What follows belongs to an exercise in optimizing a design on an open flow for a short achievable clock period and few clock cycles; a production flow would make more cautious choices. No run shown here included a check of the RTL's function; only the layout flow was run. Power figures rest on the tool's default switching activity, not on a simulated workload.

`design/flow/design.v`:
```
`timescale 1ns/1ps
module rvCore (
    input  logic        clk,
    input  logic        rstN,
    output logic [31:0] imemAddr,
    input  logic [31:0] imemData,
    output logic        wbEn,
    output logic [4:0]  wbRd,
    output logic [31:0] wbData
);
    logic [31:0] pcF, pcNext;
    logic        redirectE, stallD, isJalrE, jalrM;
    logic [31:0] altE, jalrTgtM;
    assign imemAddr = pcF;
    logic        jalF, bbackF;
    logic [31:0] pcJ, pcB, pcF4;
    logic [21:0] lowJ;
    logic [13:0] lowB;
    logic [10:0] hiJ, hiJp1, hiJm1;
    logic [18:0] hiB, hiBm1;
    assign jalF   = (imemData[6:0] == 7'b1101111);
    assign bbackF = (imemData[6:0] == 7'b1100011) && imemData[31];
    assign lowJ  = {1'b0, pcF[20:0]} + {1'b0, imemData[31], imemData[19:12], imemData[20], imemData[30:21], 1'b0};
    assign hiJ   = pcF[31:21];
    assign hiJp1 = pcF[31:21] + 11'd1;
    assign hiJm1 = pcF[31:21] - 11'd1;
    always_comb begin
        case ({imemData[31], lowJ[21]})
            2'b01:   pcJ = {hiJp1, lowJ[20:0]};
            2'b10:   pcJ = {hiJm1, lowJ[20:0]};
            default: pcJ = {hiJ, lowJ[20:0]};
        endcase
    end
    assign lowB  = {1'b0, pcF[12:0]} + {1'b0, imemData[31], imemData[7], imemData[30:25], imemData[11:8], 1'b0};
    assign hiB   = pcF[31:13];
    assign hiBm1 = pcF[31:13] - 19'd1;
    assign pcB   = lowB[13] ? {hiB, lowB[12:0]} : {hiBm1, lowB[12:0]};  
    assign pcF4 = pcF + 32'd4;
    always_comb begin
        if (jalrM)        pcNext = jalrTgtM;
        else if (redirectE) pcNext = altE;
        else if (isJalrE || stallD) pcNext = pcF;
        else if (jalF)   pcNext = pcJ;
        else if (bbackF) pcNext = pcB;
        else             pcNext = pcF4;
    end
    logic [31:0] instrD, pcD;
    logic        validD, predD;
    always_ff @(posedge clk or negedge rstN) begin
        if (!rstN) begin
            pcF    <= '0;
            validD <= 1'b0;
        end else begin
            pcF <= pcNext;
            if (redirectE || isJalrE || jalrM) validD <= 1'b0;
            else if (!stallD) validD <= 1'b1;
        end
    end
    always_ff @(posedge clk) begin
        if (!stallD) begin
            instrD <= imemData;
            pcD    <= pcF;
            predD  <= bbackF;
        end
    end
    logic [6:0] opD;
    logic [2:0] f3D;
    logic [4:0] rs1D, rs2D, rdD;
    logic       isLui, isAuipc, isJal, isJalr, isBr, isLd, isSt, isOpi, isOp;
    logic       useRs1, useRs2, writesD;
    assign opD  = instrD[6:0];
    assign f3D  = instrD[14:12];
    assign rs1D = instrD[19:15];
    assign rs2D = instrD[24:20];
    assign rdD  = instrD[11:7];
    assign isLui   = (opD == 7'b0110111);
    assign isAuipc = (opD == 7'b0010111);
    assign isJal   = (opD == 7'b1101111);
    assign isJalr  = (opD == 7'b1100111);
    assign isBr    = (opD == 7'b1100011);
    assign isLd    = (opD == 7'b0000011);
    assign isSt    = (opD == 7'b0100011);
    assign isOpi   = (opD == 7'b0010011);
    assign isOp    = (opD == 7'b0110011);
    assign useRs1  = isJalr | isBr | isLd | isSt | isOpi | isOp;
    assign useRs2  = isBr | isSt | isOp;
    assign writesD = (isLui | isAuipc | isJal | isJalr | isLd | isOpi | isOp) && (rdD != 5'd0);
    logic [31:0] immI, immS, immB, immU;
    assign immI = {{20{instrD[31]}}, instrD[31:20]};
    assign immS = {{20{instrD[31]}}, instrD[31:25], instrD[11:7]};
    assign immB = {{19{instrD[31]}}, instrD[31], instrD[7], instrD[30:25], instrD[11:8], 1'b0};
    assign immU = {instrD[31:12], 12'b0};
    logic [31:0] regs [1:31];
    logic [31:1] rvalid;
    logic [31:0] rv1D, rv2D;
    always_ff @(posedge clk or negedge rstN) begin
        if (!rstN) begin
            rvalid <= '0;
        end else if (wbEn) begin
            rvalid[wbRd] <= 1'b1;
        end
    end
    always_ff @(posedge clk) begin
        if (wbEn) regs[wbRd] <= wbData;
    end
    always_comb begin
        if (wbEn && (wbRd == rs1D))                rv1D = wbData;
        else if (rs1D != 5'd0 && rvalid[rs1D])     rv1D = regs[rs1D];
        else                                       rv1D = '0;
        if (wbEn && (wbRd == rs2D))                rv2D = wbData;
        else if (rs2D != 5'd0 && rvalid[rs2D])     rv2D = regs[rs2D];
        else                                       rv2D = '0;
    end
    logic        validE, wrE, isLdE;
    logic [4:0]  rdE;
    logic        validM, wrM;
    logic [4:0]  rdM;
    logic        aM, aW, bM, bW, bImmD;
    assign stallD = validD && validE && isLdE && wrE &&
                    ((useRs1 && rs1D == rdE) || (useRs2 && rs2D == rdE));
    assign aM    = useRs1 && validE && wrE && (rdE == rs1D);
    assign aW    = useRs1 && validM && wrM && (rdM == rs1D) && !aM;
    assign bM    = useRs2 && validE && wrE && (rdE == rs2D);
    assign bW    = useRs2 && validM && wrM && (rdM == rs2D) && !bM;
    assign bImmD = isOpi | isLd | isSt | isJalr;
    logic        isBrE, isStE, predE;
    logic [2:0]  f3E;
    logic        aME, aWE, bME, bWE, bImmE;
    logic [31:0] rv1E, rv2E, immE, constE;
    logic        selAdd, selSub, selSll, selSlt, selSltu, selXor, selSrl, selSra, selOr, selAnd, selConst;
    logic        sAddE, sSubE, sSllE, sSltE, sSltuE, sXorE, sSrlE, sSraE, sOrE, sAndE, sConstE;
    logic        goD, killD, off8E, plainD;
    logic        brOff4, brOff8;
    assign brOff4 = (immB == 32'd4);
    assign brOff8 = (immB == 32'd8);
    assign plainD = !isJal && !predD;
    assign goD = validD && !redirectE && !isJalrE && !stallD && !killD;
    always_comb begin
        selAdd = 1'b0; selSub = 1'b0; selSll = 1'b0; selSlt = 1'b0; selSltu = 1'b0;
        selXor = 1'b0; selSrl = 1'b0; selSra = 1'b0; selOr = 1'b0; selAnd = 1'b0;
        selConst = isLui | isAuipc | isJal | isJalr;
        if (isOp || isOpi) begin
            case (f3D)
                3'b000: begin
                    selSub = isOp && instrD[30];
                    selAdd = !(isOp && instrD[30]);
                end
                3'b001: selSll  = 1'b1;
                3'b010: selSlt  = 1'b1;
                3'b011: selSltu = 1'b1;
                3'b100: selXor  = 1'b1;
                3'b101: begin
                    selSra = instrD[30];
                    selSrl = !instrD[30];
                end
                3'b110: selOr   = 1'b1;
                default: selAnd = 1'b1;
            endcase
        end
        if (isLd || isSt) selAdd = 1'b1;
    end
    always_ff @(posedge clk or negedge rstN) begin
        if (!rstN) begin
            validE  <= 1'b0;
            wrE     <= 1'b0;
            isLdE   <= 1'b0;
            isBrE   <= 1'b0;
            isJalrE <= 1'b0;
            isStE   <= 1'b0;
        end else begin
            validE  <= goD;
            wrE     <= goD && writesD;
            isLdE   <= goD && isLd;
            isBrE   <= goD && isBr && !brOff4;
            isJalrE <= goD && isJalr;
            isStE   <= goD && isSt;
        end
    end
    always_ff @(posedge clk) begin
        rdE     <= rdD;
        f3E     <= f3D;
        predE   <= predD;
        off8E   <= brOff8;
        aME     <= aM;
        aWE     <= aW;
        bME     <= bM;
        bWE     <= bW;
        bImmE   <= bImmD;
        rv1E    <= rv1D;
        rv2E    <= rv2D;
        immE    <= isSt ? immS : immI;
        constE  <= isLui ? immU : isAuipc ? (pcD + immU) : (pcD + 32'd4);
        altE    <= predD ? (pcD + 32'd4) : (pcD + immB);
        sAddE   <= selAdd;
        sSubE   <= selSub;
        sSllE   <= selSll;
        sSltE   <= selSlt;
        sSltuE  <= selSltu;
        sXorE   <= selXor;
        sSrlE   <= selSrl;
        sSraE   <= selSra;
        sOrE    <= selOr;
        sAndE   <= selAnd;
        sConstE <= selConst;
    end
    logic [31:0] resM;
    logic [31:0] opA, fwdB, opB;
    logic [31:0] sum, diff, sll, srl, sra, resE;
    logic        eq, lt, ltu, taken;
    assign opA  = aME ? resM : aWE ? wbData : rv1E;
    assign fwdB = bME ? resM : bWE ? wbData : rv2E;
    assign opB  = bImmE ? immE : fwdB;
    assign sum  = opA + opB;
    assign diff = opA - opB;
    assign sll  = opA << opB[4:0];
    assign srl  = opA >> opB[4:0];
    assign sra  = $signed(opA) >>> opB[4:0];
    assign eq   = (opA == opB);
    assign lt   = ($signed(opA) < $signed(opB));
    assign ltu  = (opA < opB);
    assign resE = ({32{sAddE}}   & sum)
                | ({32{sSubE}}   & diff)
                | ({32{sSllE}}   & sll)
                | ({32{sSltE}}   & {31'b0, lt})
                | ({32{sSltuE}}  & {31'b0, ltu})
                | ({32{sXorE}}   & (opA ^ opB))
                | ({32{sSrlE}}   & srl)
                | ({32{sSraE}}   & sra)
                | ({32{sOrE}}    & (opA | opB))
                | ({32{sAndE}}   & (opA & opB))
                | ({32{sConstE}} & constE);
    always_comb begin
        case (f3E)
            3'b000:  taken = eq;
            3'b001:  taken = !eq;
            3'b100:  taken = lt;
            3'b101:  taken = !lt;
            3'b110:  taken = ltu;
            default: taken = !ltu;
        endcase
    end
    assign redirectE = isBrE && (taken != predE) && !(off8E && plainD);
    assign killD     = isBrE && off8E && plainD && taken;
    logic [7:0]  addrLo;
    logic [63:0] wselE;
    logic [3:0]  benE;
    logic [31:0] wrDataE;
    assign addrLo = opA[7:0] + immE[7:0];
    always_comb begin
        wselE = '0;
        wselE[addrLo[7:2]] = 1'b1;
        benE    = 4'b0000;
        wrDataE = fwdB;
        if (isStE) begin
            case (f3E[1:0])
                2'b00: begin
                    benE    = 4'b0001 << addrLo[1:0];
                    wrDataE = {4{fwdB[7:0]}};
                end
                2'b01: begin
                    benE    = addrLo[1] ? 4'b1100 : 4'b0011;
                    wrDataE = {2{fwdB[15:0]}};
                end
                default: benE = 4'b1111;
            endcase
        end
    end
    logic        isLdM;
    logic [2:0]  f3M;
    logic [63:0] wselM;
    logic [3:0]  benM;
    logic [1:0]  offM;
    logic [31:0] wrDataM;
    always_ff @(posedge clk or negedge rstN) begin
        if (!rstN) begin
            validM <= 1'b0;
            wrM    <= 1'b0;
            isLdM  <= 1'b0;
            benM   <= 4'b0000;
            jalrM  <= 1'b0;
        end else begin
            validM <= validE;
            wrM    <= wrE;
            isLdM  <= isLdE;
            benM   <= benE;
            jalrM  <= isJalrE;
        end
    end
    always_ff @(posedge clk) begin
        rdM      <= rdE;
        f3M      <= f3E;
        resM     <= resE;
        wselM    <= wselE;
        offM     <= addrLo[1:0];
        wrDataM  <= wrDataE;
        jalrTgtM <= {sum[31:1], 1'b0};
    end
    logic [2047:0] dmem;
    logic [31:0]   rdWord, shifted, loadVal, wbNext;
    always_ff @(posedge clk) begin
        for (int i = 0; i < 64; i++) begin
            for (int j = 0; j < 4; j++) begin
                if (wselM[i] && benM[j]) dmem[32*i + 8*j +: 8] <= wrDataM[8*j +: 8];
            end
        end
    end
    always_comb begin
        rdWord = '0;
        for (int i = 0; i < 64; i++) begin
            rdWord = rdWord | (dmem[32*i +: 32] & {32{wselM[i]}});
        end
    end
    assign shifted = rdWord >> {offM, 3'b000};
    always_comb begin
        case (f3M)
            3'b000:  loadVal = {{24{shifted[7]}}, shifted[7:0]};
            3'b001:  loadVal = {{16{shifted[15]}}, shifted[15:0]};
            3'b100:  loadVal = {24'b0, shifted[7:0]};
            3'b101:  loadVal = {16'b0, shifted[15:0]};
            default: loadVal = rdWord;
        endcase
    end
    assign wbNext = isLdM ? loadVal : resM;
    always_ff @(posedge clk or negedge rstN) begin
        if (!rstN) wbEn <= 1'b0;
        else       wbEn <= wrM;
    end
    always_ff @(posedge clk) begin
        wbRd   <= rdM;
        wbData <= wbNext;
    end
endmodule
```
`design/flow/run.sh`:
```
#!/bin/bash
# synth_recipe.tcl (not shown) runs the flow's synth.tcl, then flattens the netlist and writes it again
# the make line also repeats each setting of config.mk as NAME=value (left out here)
make -C /OpenROAD-flow-scripts/flow DESIGN_CONFIG=/design/flow/config.mk WORK_HOME=/design/flow/orfs CLKGATE_MAP_FILE= SYNTH_SCRIPT=/design/flow/synth_recipe.tcl finish
```
`design/flow/config.mk`:
```
export PLATFORM = sky130hd
export DESIGN_NAME = rvCore
export DESIGN_NICKNAME = rvCore
export VERILOG_FILES = /design/flow/design.v
export SDC_FILE = /design/flow/constraint.sdc
export NUM_CORES = 4
export LEC_CHECK = 0
export ABC_CLOCK_PERIOD_IN_PS = 1000
export CAP_MARGIN = 20
export CORE_MARGIN = 2
export CORE_UTILIZATION = 33
export PLACE_DENSITY = 0.4
export SETUP_SLACK_MARGIN = 5
export SLEW_MARGIN = 20
```
`design/flow/constraint.sdc`:
```
create_clock -name core_clock -period 8.5 [get_ports {clk}]
set_input_delay 1.7000 -clock core_clock [delete_from_list [all_inputs] [get_ports {clk}]]
set_output_delay 1.7000 -clock core_clock [all_outputs]
set_load 0.01 [all_outputs]
```
==> results of run 1 <==
-- state kept, by name (all words and copies together) (netlist names), 4 cells and up, named ones only --
name / count
rv1E: 32
wbData: 32
dmem: 2048
instrD: 32
wrDataM: 32
pcD: 32
benM: 4
rdM: 5
resM: 32
altE: 32
rv2E: 32
wbRd: 5
pcF: 32
regs: 992
constE: 32
rdE: 5
wselM: 64
jalrTgtM: 31
immE: 12
rvalid: 31
-- area by class of cell --
| cell class | instances | area [sq um] | share of cell area (%) |
|---|---|---|---|
| clock inverter | 223 | 1890 | 0.994 |
| tap | 6198 | 7750 | 4.08 |
| inverter | 195 | 802 | 0.422 |
| sequential | 3566 | 103000 | 54.4 |
| antenna | 11 | 27.5 | 0.0145 |
| timing repair inverter | 2 | 32.5 | 0.0171 |
| multi-input combinational | 5578 | 53600 | 28.2 |
| timing repair buffer | 1051 | 11600 | 6.10 |
| clock buffer | 526 | 11000 | 5.77 |
-- worst max path at each step --
stage	to	slack (ns)
5_1_grt	pcF[30]	3.38
6_report	pcF[30]	3.56
2_1_floorplan	pcF[31]	3.06
3_5_place_dp	pcF[31]	1.26
4_1_cts	pcF[30]	3.58
3_3_place_gp	pcF[31]	1.12
-- Yosys cell counts, types with 15 or more instances --
master	number	area share [%]
sky130_fd_sc_hd__and3_1	27	0.11
sky130_fd_sc_hd__nand4_1	180	0.73
sky130_fd_sc_hd__buf_2	21	0.068
sky130_fd_sc_hd__o21ai_0	320	1.0
sky130_fd_sc_hd__a22o_1	442	2.5
sky130_fd_sc_hd__inv_1	191	0.46
sky130_fd_sc_hd__a21o_1	61	0.30
sky130_fd_sc_hd__xor2_1	79	0.45
sky130_fd_sc_hd__o221ai_1	21	0.12
sky130_fd_sc_hd__and2_1	275	1.1
sky130_fd_sc_hd__ha_1	211	1.7
sky130_fd_sc_hd__edfxtp_1	3105	60
sky130_fd_sc_hd__o211ai_1	30	0.15
sky130_fd_sc_hd__dfrtp_1	79	1.3
sky130_fd_sc_hd__a21oi_1	375	1.2
sky130_fd_sc_hd__o22ai_1	43	0.17
sky130_fd_sc_hd__or3_1	34	0.14
sky130_fd_sc_hd__a22oi_1	189	0.92
sky130_fd_sc_hd__buf_1	136	0.33
sky130_fd_sc_hd__a31oi_1	40	0.16
sky130_fd_sc_hd__a211oi_1	48	0.23
sky130_fd_sc_hd__mux2i_1	355	2.3
sky130_fd_sc_hd__a221o_1	17	0.11
sky130_fd_sc_hd__clkbuf_1	546	1.3
sky130_fd_sc_hd__o21a_1	61	0.30
sky130_fd_sc_hd__or4_1	35	0.17
sky130_fd_sc_hd__o21bai_1	54	0.26
sky130_fd_sc_hd__mux2_2	39	0.28
sky130_fd_sc_hd__xnor2_1	124	0.70
sky130_fd_sc_hd__nand3_1	89	0.29
sky130_fd_sc_hd__nor3_1	80	0.26
sky130_fd_sc_hd__o31ai_1	21	0.10
sky130_fd_sc_hd__mux4_2	593	8.7
sky130_fd_sc_hd__or2_2	18	0.073
sky130_fd_sc_hd__nor2b_1	26	0.11
sky130_fd_sc_hd__a221oi_1	466	2.6
sky130_fd_sc_hd__o21ai_1	15	0.049
sky130_fd_sc_hd__nor2_1	518	1.3
sky130_fd_sc_hd__dfxtp_1	382	5.0
sky130_fd_sc_hd__nand2_1	420	1.0
sky130_fd_sc_hd__nor4_1	37	0.15
sky130_fd_sc_hd__nand2b_1	47	0.19
-- worst reg2reg max path, stage by stage, from the launching register on --
cell and delay [ns]:
sky130_fd_sc_hd__dfxtp_4 0.40, sky130_fd_sc_hd__buf_12 0.15, sky130_fd_sc_hd__mux2i_4 0.23, sky130_fd_sc_hd__o21a_2 0.19
sky130_fd_sc_hd__o21a_4 0.18, sky130_fd_sc_hd__inv_8 0.04, sky130_fd_sc_hd__buf_12 0.12, sky130_fd_sc_hd__ha_4 0.15
sky130_fd_sc_hd__fa_2 0.34, sky130_fd_sc_hd__or3_4 0.36, sky130_fd_sc_hd__a31oi_4 0.21, sky130_fd_sc_hd__nor4b_4 0.08
sky130_fd_sc_hd__o21a_2 0.29, sky130_fd_sc_hd__o21a_1 0.21, sky130_fd_sc_hd__o2111ai_2 0.20, sky130_fd_sc_hd__a21oi_2 0.10
sky130_fd_sc_hd__buf_4 0.15, sky130_fd_sc_hd__a21bo_4 0.21, sky130_fd_sc_hd__and3_4 0.17, sky130_fd_sc_hd__buf_12 0.13
sky130_fd_sc_hd__buf_12 0.14, sky130_fd_sc_hd__buf_12 0.14, sky130_fd_sc_hd__buf_6 0.12, sky130_fd_sc_hd__mux2i_1 0.12
sky130_fd_sc_hd__a221oi_2 0.24
-- cells by family after synthesis --
kind of cell             after synthesis  share of synthesized area [%]
multiplexers                         989                           11.3
AO/OA/AOI/OAI                       2332                           11.1
XOR/XNOR                             203                           1.15
AND/OR/NAND/NOR                     1826                           5.84
flip-flops                          3566                           66.6
buffers and inverters                904                           2.24
adder cells (fa/ha/maj)              219                           1.81
-- per-layer routing --
metal | up-vias | wire, um | track usage, % | share of wire (%)
met5 | - | 69 | 0 | 0.0098
met3 | 961 | 47800 | 4.66 | 6.8
met2 | 4332 | 336000 | 47.9 | 48
met4 | 10 | 28200 | 9.37 | 4.0
li1 | 42149 | - | - | -
met1 | 55703 | 291000 | 38.5 | 41
-- report_power, final --
| part | total (mW) | internal (mW) | switching (mW) |
|---|---|---|---|
| Combinational | 8.87 | 3.43 | 5.44 |
| Sequential | 20.1 | 19.5 | 0.557 |
| Clock | 17.3 | 9.72 | 7.58 |
| Total | 46.2 | 32.7 | 13.6 |
-- timing repair --
action	CTS	global route
setup endpoints to repair	431	303
setup buffers	384	192
pin swaps	245	236
resized for setup	1407	411
gates cloned	42	6
-- metrics by stage --
step | util [%] | hold slack (ns)
floorplan | - | 0.329
global placement | 35.2 | 0.369
detailed placement | 35.2 | 0.369
CTS | 39.9 | 0.386
global route | 40.7 | 0.390
finish | 40.7 | 0.376
==> impl_metrics.json, run 1 <==
{
  "rows": 251,
  "stdcell_area_sq_um": 190000,
  "grt_setup_unrepaired": "true",
  "critPathMaxStageDelay_ns": 0.33,
  "detailed_place_hpwl_um": 428000,
  "rr_worst_depth": 24,
  "placement.io_buffers": 103,
  "finalMaxSlewViolations": 0,
  "maxCapViolations": 0,
  "timing.slew.headroom_pct": 20.3,
  "cell_total_after_placement": 15966,
  "nets_in_the_synthesized_netlist": 10292,
  "yosys_register_bits": 3566,
  "worstReg2RegStart": "bWE",
  "setup-violations-final": 0,
  "grt_pass1_vias": 102375,
  "timing_worst_slew_pin_value_ns": 1.20,
  "ff2ff_setup_slack_ns": 3.75,
  "die_h_um": 688,
  "ir_worst_vdd_uv": 175,
  "yosysSeqAreaShare_pct": 66.6,
  "slowest_stage": "sky130_fd_sc_hd__fa_2",
  "min-delay-path-class": "register to register",
  "path_depth": 25,
  "final_clock_skew_ns": 0.105,
  "nets": 11054,
  "timing.critical_path.max_delay_family": "compound AO/OA/AOI/OAI gates",
  "detailedRoute.firstPassIterationCount": 5,
  "timing.hold.worst.start": "validE",
  "hold-path-endpoint": "validM",
  "clock_sink_count": 3566,
  "layout_cells_sized_above_1_pct": 28.8,
  "route.final.wire_length_um": 704000,
  "grt_pass1_wl_um": 930000,
  "critical_path.max_fanout": 4,
  "tritoncts": "built",
  "critical_path_class": "input port to register",
  "cp_data_required_time_ns": 9.36,
  "synth_flop_cell": "sky130_fd_sc_hd__edfxtp_1",
  "fillCellCount": 42677,
  "period_minus_slack_ns": 4.94,
  "async_flop_share_pct": 2.22,
  "synth_edf_count": 3105,
  "power_density_nw_per_um2": 243,
  "route.detailed.drc": 0,
  "dr.first_iter.drc_count": 12405,
  "placedInstanceArea_sq_um": 164000,
  "area_growth_pct": 23.1,
  "instances_no_fill": 17350,
  "ctsLongestPathBuffers": 4,
  "ports": 104,
  "worst_setup_hold_path_clk_slew_ns": 0.06,
  "cts-root-buf": "sky130_fd_sc_hd__clkbuf_16",
  "netlist_instances": 10039,
  "finalCritPeriodShare_pct": 58.1,
  "die_width_um": 688,
  "top_library_cells_by_usage_in_the_layout_fill_and_taps_aside": "sky130_fd_sc_hd__edfxtp_1 (3,105), sky130_fd_sc_hd__buf_4 (597), sky130_fd_sc_hd__mux4_2 (593), sky130_fd_sc_hd__a22o_1 (439), sky130_fd_sc_hd__nor2_1 (426)",
  "overall_power_consumption_mw": 46.2,
  "mappedNetlistArea_sq_um": 154000,
  "grt_remaining_overflow": 0,
  "synth.yosys.warnings": 1,
  "worst_hold_path.num_cells": 0,
  "cp-end-kind": "register",
  "timing.final.ws_setup_ns": 3.56,
  "timing.critical_path.buf_inv": 4,
  "cts_buffers": 407,
  "worst_ep_arrival_time_ns": 5.80,
  "initial_utilization_pct": 33.1,
  "fp.dieArea_sq_um": 473000,
  "vias_per_cell": 5.95,
  "dp_slack_ns": 1.26,
  "globalRouteTotalUtil_pct": 28.8,
  "setup.worst_path.start_class": "input port",
  "average_wire_per_cell_in_the_routed_design_um": 40.6,
  "cts_hold_buffers": 0,
  "critical_path.startpoint": "imemData[21]",
  "grt_max_degree": 84,
  "regToRegEndpoint": "pcF[2]",
  "setup_tns_ns": 0,
  "max_freq_mhz": 202,
  "power.static_leakage_nw": 64.7,
  "synth_area_per_cell_sq_um": 15.4,
  "hold_vio_cnt_final": 0,
  "netlist-cell-type-count": 92,
  "place.gp.congestion": 0.898,
  "detailroute.via_count": 103155,
  "ant_nets": 0,
  "ctsHtreeMaxLevel": 5,
  "antenna_violations_before_repair": 51,
  "final_common_cell": "sky130_fd_sc_hd__edfxtp_1",
  "run_status": "finished clean",
  "worst_skew_pair.late_latency_ns": 1.01,
  "area_of_the_core_sq_um": 467000,
  "timing.critical_path.mode_cell": "sky130_fd_sc_hd__a21o_1"
}
==> inputs of run 2 (changes only) <==
--- a/design/flow/config.mk
+++ b/design/flow/config.mk
@@ -5,7 +5,7 @@
 export SDC_FILE = /design/flow/constraint.sdc
 export NUM_CORES = 4
 export LEC_CHECK = 0
-export ABC_CLOCK_PERIOD_IN_PS = 1000
+export ABC_CLOCK_PERIOD_IN_PS = 2500
 export CAP_MARGIN = 20
 export CORE_MARGIN = 2
 export CORE_UTILIZATION = 33
==> run 2 against run 1 <==
Clock power about the same; flip-flop and latch count unchanged; via count unchanged; non-clock buffer count unchanged; highest routed layer unchanged.
==> impl_metrics.json, run 2 <==
{
  "post_synth_mux_area_share_pct": 11.3,
  "globalRouteTotalUtil_pct": 28.8,
  "ctsHtreeMaxLevel": 5,
  "setup-violations-final": 0,
  "ctsLongestPathBuffers": 4,
  "grt_setup_unrepaired": "true",
  "worst_ep_arrival_time_ns": 5.80,
  "grt_max_degree": 84,
  "fp.dieArea_sq_um": 473000,
  "initial_utilization_pct": 33.1,
  "power.share.switching_pct": 29.4,
  "nets": 11054,
  "synth_fa_ha_area_share_pct": 1.81,
  "cp_data_required_time_ns": 9.36,
  "ir_worst_vdd_uv": 175,
  "finalMaxSlewViolations": 0,
  "layout_cells_sized_above_1_pct": 28.8,
  "top_library_cells_by_usage_in_the_layout_fill_and_taps_aside": "sky130_fd_sc_hd__edfxtp_1 (3,105), sky130_fd_sc_hd__buf_4 (597), sky130_fd_sc_hd__mux4_2 (593), sky130_fd_sc_hd__a22o_1 (439), sky130_fd_sc_hd__nor2_1 (426)",
  "final_clock_skew_ns": 0.105,
  "combinational_family_with_the_most_area_after_synthesis": "multiplexers",
  "period_minus_slack_ns": 4.94,
  "ports": 104,
  "p_seq_share_pct": 43.4,
  "timing.slew.headroom_pct": 20.3,
  "average_wire_per_cell_in_the_routed_design_um": 40.6,
  "slowest_stage": "sky130_fd_sc_hd__fa_2",
  "async_flop_share_pct": 2.22,
  "max_ffs_per_register": 2048,
  "ant_nets": 0,
  "grt_pass1_vias": 102375,
  "use_met3_pct": 4.66,
  "max_freq_mhz": 202,
  "setup.worst_path.start_class": "input port",
  "min-delay-path-class": "register to register",
  "cp-end-kind": "register",
  "yosysTopAreaCellShare_pct": 60.4,
  "most_common_cell_in_the_synthesized_netlist": "sky130_fd_sc_hd__edfxtp_1",
  "yosysSeqAreaShare_pct": 66.6,
  "maxCapViolations": 0,
  "timing.critical_path.mode_cell": "sky130_fd_sc_hd__a21o_1",
  "area_of_the_core_sq_um": 467000,
  "grt_busiest_layer": "met2",
  "tritoncts": "built",
  "synth_edf_count": 3105,
  "grt_remaining_overflow": 0,
  "detailedRoute.firstPassIterationCount": 5,
  "fillCellCount": 42677,
  "place.gp.congestion": 0.898,
  "grt_pass1_wl_um": 930000,
  "cts-root-buf": "sky130_fd_sc_hd__clkbuf_16",
  "power.static_leakage_nw": 64.7,
  "antenna_violations_before_repair": 51,
  "finalCritPeriodShare_pct": 58.1,
  "power.clock.fraction_pct": 37.4,
  "netlist_instances": 10039,
  "critPathMaxStageDelay_ns": 0.33,
  "synth_area_per_cell_sq_um": 15.4,
  "die_h_um": 688,
  "yosys_register_bits": 3566,
  "dp_slack_ns": 1.26,
  "final_common_cell": "sky130_fd_sc_hd__edfxtp_1",
  "cts_buffers": 407,
  "rows": 251,
  "switchingPower_mw": 13.6,
  "internal-power_mw": 32.7,
  "groute.layer.met1.usage_pct": 38.5,
  "netlist-cell-type-count": 92,
  "synthXorXnorAreaFrac_pct": 1.15,
  "nets_in_the_synthesized_netlist": 10292,
  "ys_top_cells_by_area": "sky130_fd_sc_hd__edfxtp_1 (60%), sky130_fd_sc_hd__mux4_2 (8.7%), sky130_fd_sc_hd__dfxtp_1 (5.0%)",
  "vias_per_cell": 5.95,
  "registers.top_by_ff_count": "dmem",
  "synthTopCellsByCount": "sky130_fd_sc_hd__edfxtp_1 (3,105), sky130_fd_sc_hd__mux4_2 (593), sky130_fd_sc_hd__clkbuf_1 (546)",
  "power_density_nw_per_um2": 243,
  "detailroute.via_count": 103155,
  "synth.yosys.warnings": 1,
  "gr-usage-met2_pct": 47.9,
  "setup_tns_ns": 0,
  "clock_sink_count": 3566,
  "power.share.combinational_pct": 19.2,
  "synth_flop_cell": "sky130_fd_sc_hd__edfxtp_1",
  "timing_worst_slew_pin_value_ns": 1.20,
  "sequential_cell_area_sq_um": 103000,
  "route.detailed.drc": 0,
  "placement.io_buffers": 103,
  "area_growth_pct": 23.1,
  "synth_top_cell_by_area": "sky130_fd_sc_hd__edfxtp_1",
  "multiInputGateArea_sq_um": 53600,
  "die_width_um": 688,
  "worst_skew_pair.late_latency_ns": 1.01,
  "route.final.wire_length_um": 704000,
  "worst_setup_hold_path_clk_slew_ns": 0.06,
  "synth_compound_gate_area_share_pct": 11.1,
  "synthSimpleGateAreaFrac_pct": 5.84,
  "timing.final.ws_setup_ns": 3.56,
  "critical_path.max_fanout": 4,
  "reg.largest.list": "dmem: 2048 flops, regs: 992 flops, wselM: 64 flops",
  "run_status": "finished clean",
  "hold_vio_cnt_final": 0,
  "critical_path_class": "input port to register",
  "mappedNetlistArea_sq_um": 154000,
  "detailed_place_hpwl_um": 428000,
  "dr.first_iter.drc_count": 12405
}
## run 2: cell counts after synthesis
Identical to the previous run, type by type.
## run 2: cell families (layout without fill, tap and decap cells)
logic type,Yosys count,count (layout)
adder cells (fa/ha/maj),219,219
AND/OR/NAND/NOR,1826,1834
flip-flops,3566,3566
XOR/XNOR,203,203
multiplexers,989,989
AO/OA/AOI/OAI,2332,2333
other,0,11
buffers and inverters,904,1997
## run 2: cell type report
type | instances | area share [%]
diodes | 11 | 0.0145
clock buffers | 526 | 5.77
clock inverters | 223 | 0.994
inverters | 195 | 0.422
multi-input cells | 5578 | 28.2
flip-flops and latches | 3566 | 54.4
well taps | 6198 | 4.08
repair buffers | 1051 | 6.10
repair inverters | 2 | 0.0171
## run 2: timing repair
item / CTS / global route
pin swaps: 245 / 236
hold buffers: 0 / 0
buffers inserted: 384 / 192
resized for setup: 1407 / 411
cloned: 42 / 6
endpoints found under the setup margin: 431 / 303
## run 2: routing by layer
layer | wire, um | share of wire [%]
met3 | 47800 | 6.8
met4 | 28200 | 4.0
met1 | 291000 | 41
met5 | 69 | 0.0098
met2 | 336000 | 48
## run 2: power groups by stage
stage               clock (mW)  combinational, mW  sequential [mW]
floorplan                    0               3.73             20.3
global placement             0               6.61             20.6
detailed placement           0               6.63             20.6
CTS                       17.6               8.24             20.1
global route              18.2               9.29             20.1
finish                    17.3               8.87             20.1
## run 2: critical path, delay by kind of cell
| kind | cells | cell delay (ns) |
|---|---|---|
| xor+xnor | 1 | 0.14 |
| compound gates | 14 | 2.72 |
| simple gates | 2 | 0.21 |
| fa+ha+maj | 3 | 0.65 |
| buf+inv | 4 | 0.26 |
| mux | 1 | 0.09 |
## run 2: stage by stage
stage / std cells / cell area (sq um) / hold slack, ns / utilization [%] / power [mW]
5_1_grt: 17344 / 190000 / 0.390 / 40.7 / 47.6
3_3_place_gp: 15963 / 164000 / 0.369 / 35.2 / 27.2
3_5_place_dp: 15966 / 164000 / 0.369 / 35.2 / 27.2
6_report: 17350 / 190000 / 0.376 / 40.7 / 46.2
2_1_floorplan: 10039 / 155000 / 0.329 / - / 24.0
4_1_cts: 17141 / 186000 / 0.386 / 39.9 / 45.9
## run 2: worst paths after layout
kind                         startpoint  endpoint  slack (ns)  depth (start not counted)
setup / recovery           imemData[21]   pcF[30]        3.56                         25
hold / removal                   validE    validM        0.38                          0
setup reg to reg                    bWE    pcF[2]        3.75                         24
hold reg to reg                  validE    validM        0.38                          0
max in group asynchronous          rstN      wbEn        6.39                          2
min in group asynchronous          rstN   pcF[15]        0.72                          1

static timing again, ports no longer ideal:
The flow's constraints put no driver on any port. The routed layouts listed below were extracted and timed again, unchanged, in two steps.
Step 1 (the two cells are an assumption about what drives the block):
set clk [get_ports {clk}]
set_driving_cell -lib_cell sky130_fd_sc_hd__clkbuf_16 $clk
set_driving_cell -lib_cell sky130_fd_sc_hd__buf_2 [delete_from_list [all_inputs] $clk]
Step 2, shift: input delay + t, output delay - t, t = (earliest + latest rising clock arrival at the registers) / 2. This alone moves slack from input paths to output paths.
Slacks: ideal ports / drivers / drivers and shift; pairs: ideal ports / drivers.
| run | t, ns | slack for setup (ns) | clock arrival spread, ns | worst slew at a driven data input, ns |
|---|---|---|---|---|
| run 1 | 1.079 | 3.558 / 3.621 / 2.543 | 0.123 / 0.123 | 0.07 |
| run 2 | 1.079 | 3.558 / 3.621 / 2.543 | 0.123 / 0.123 | 0.07 |
After both steps setup and hold are still met in every run listed.
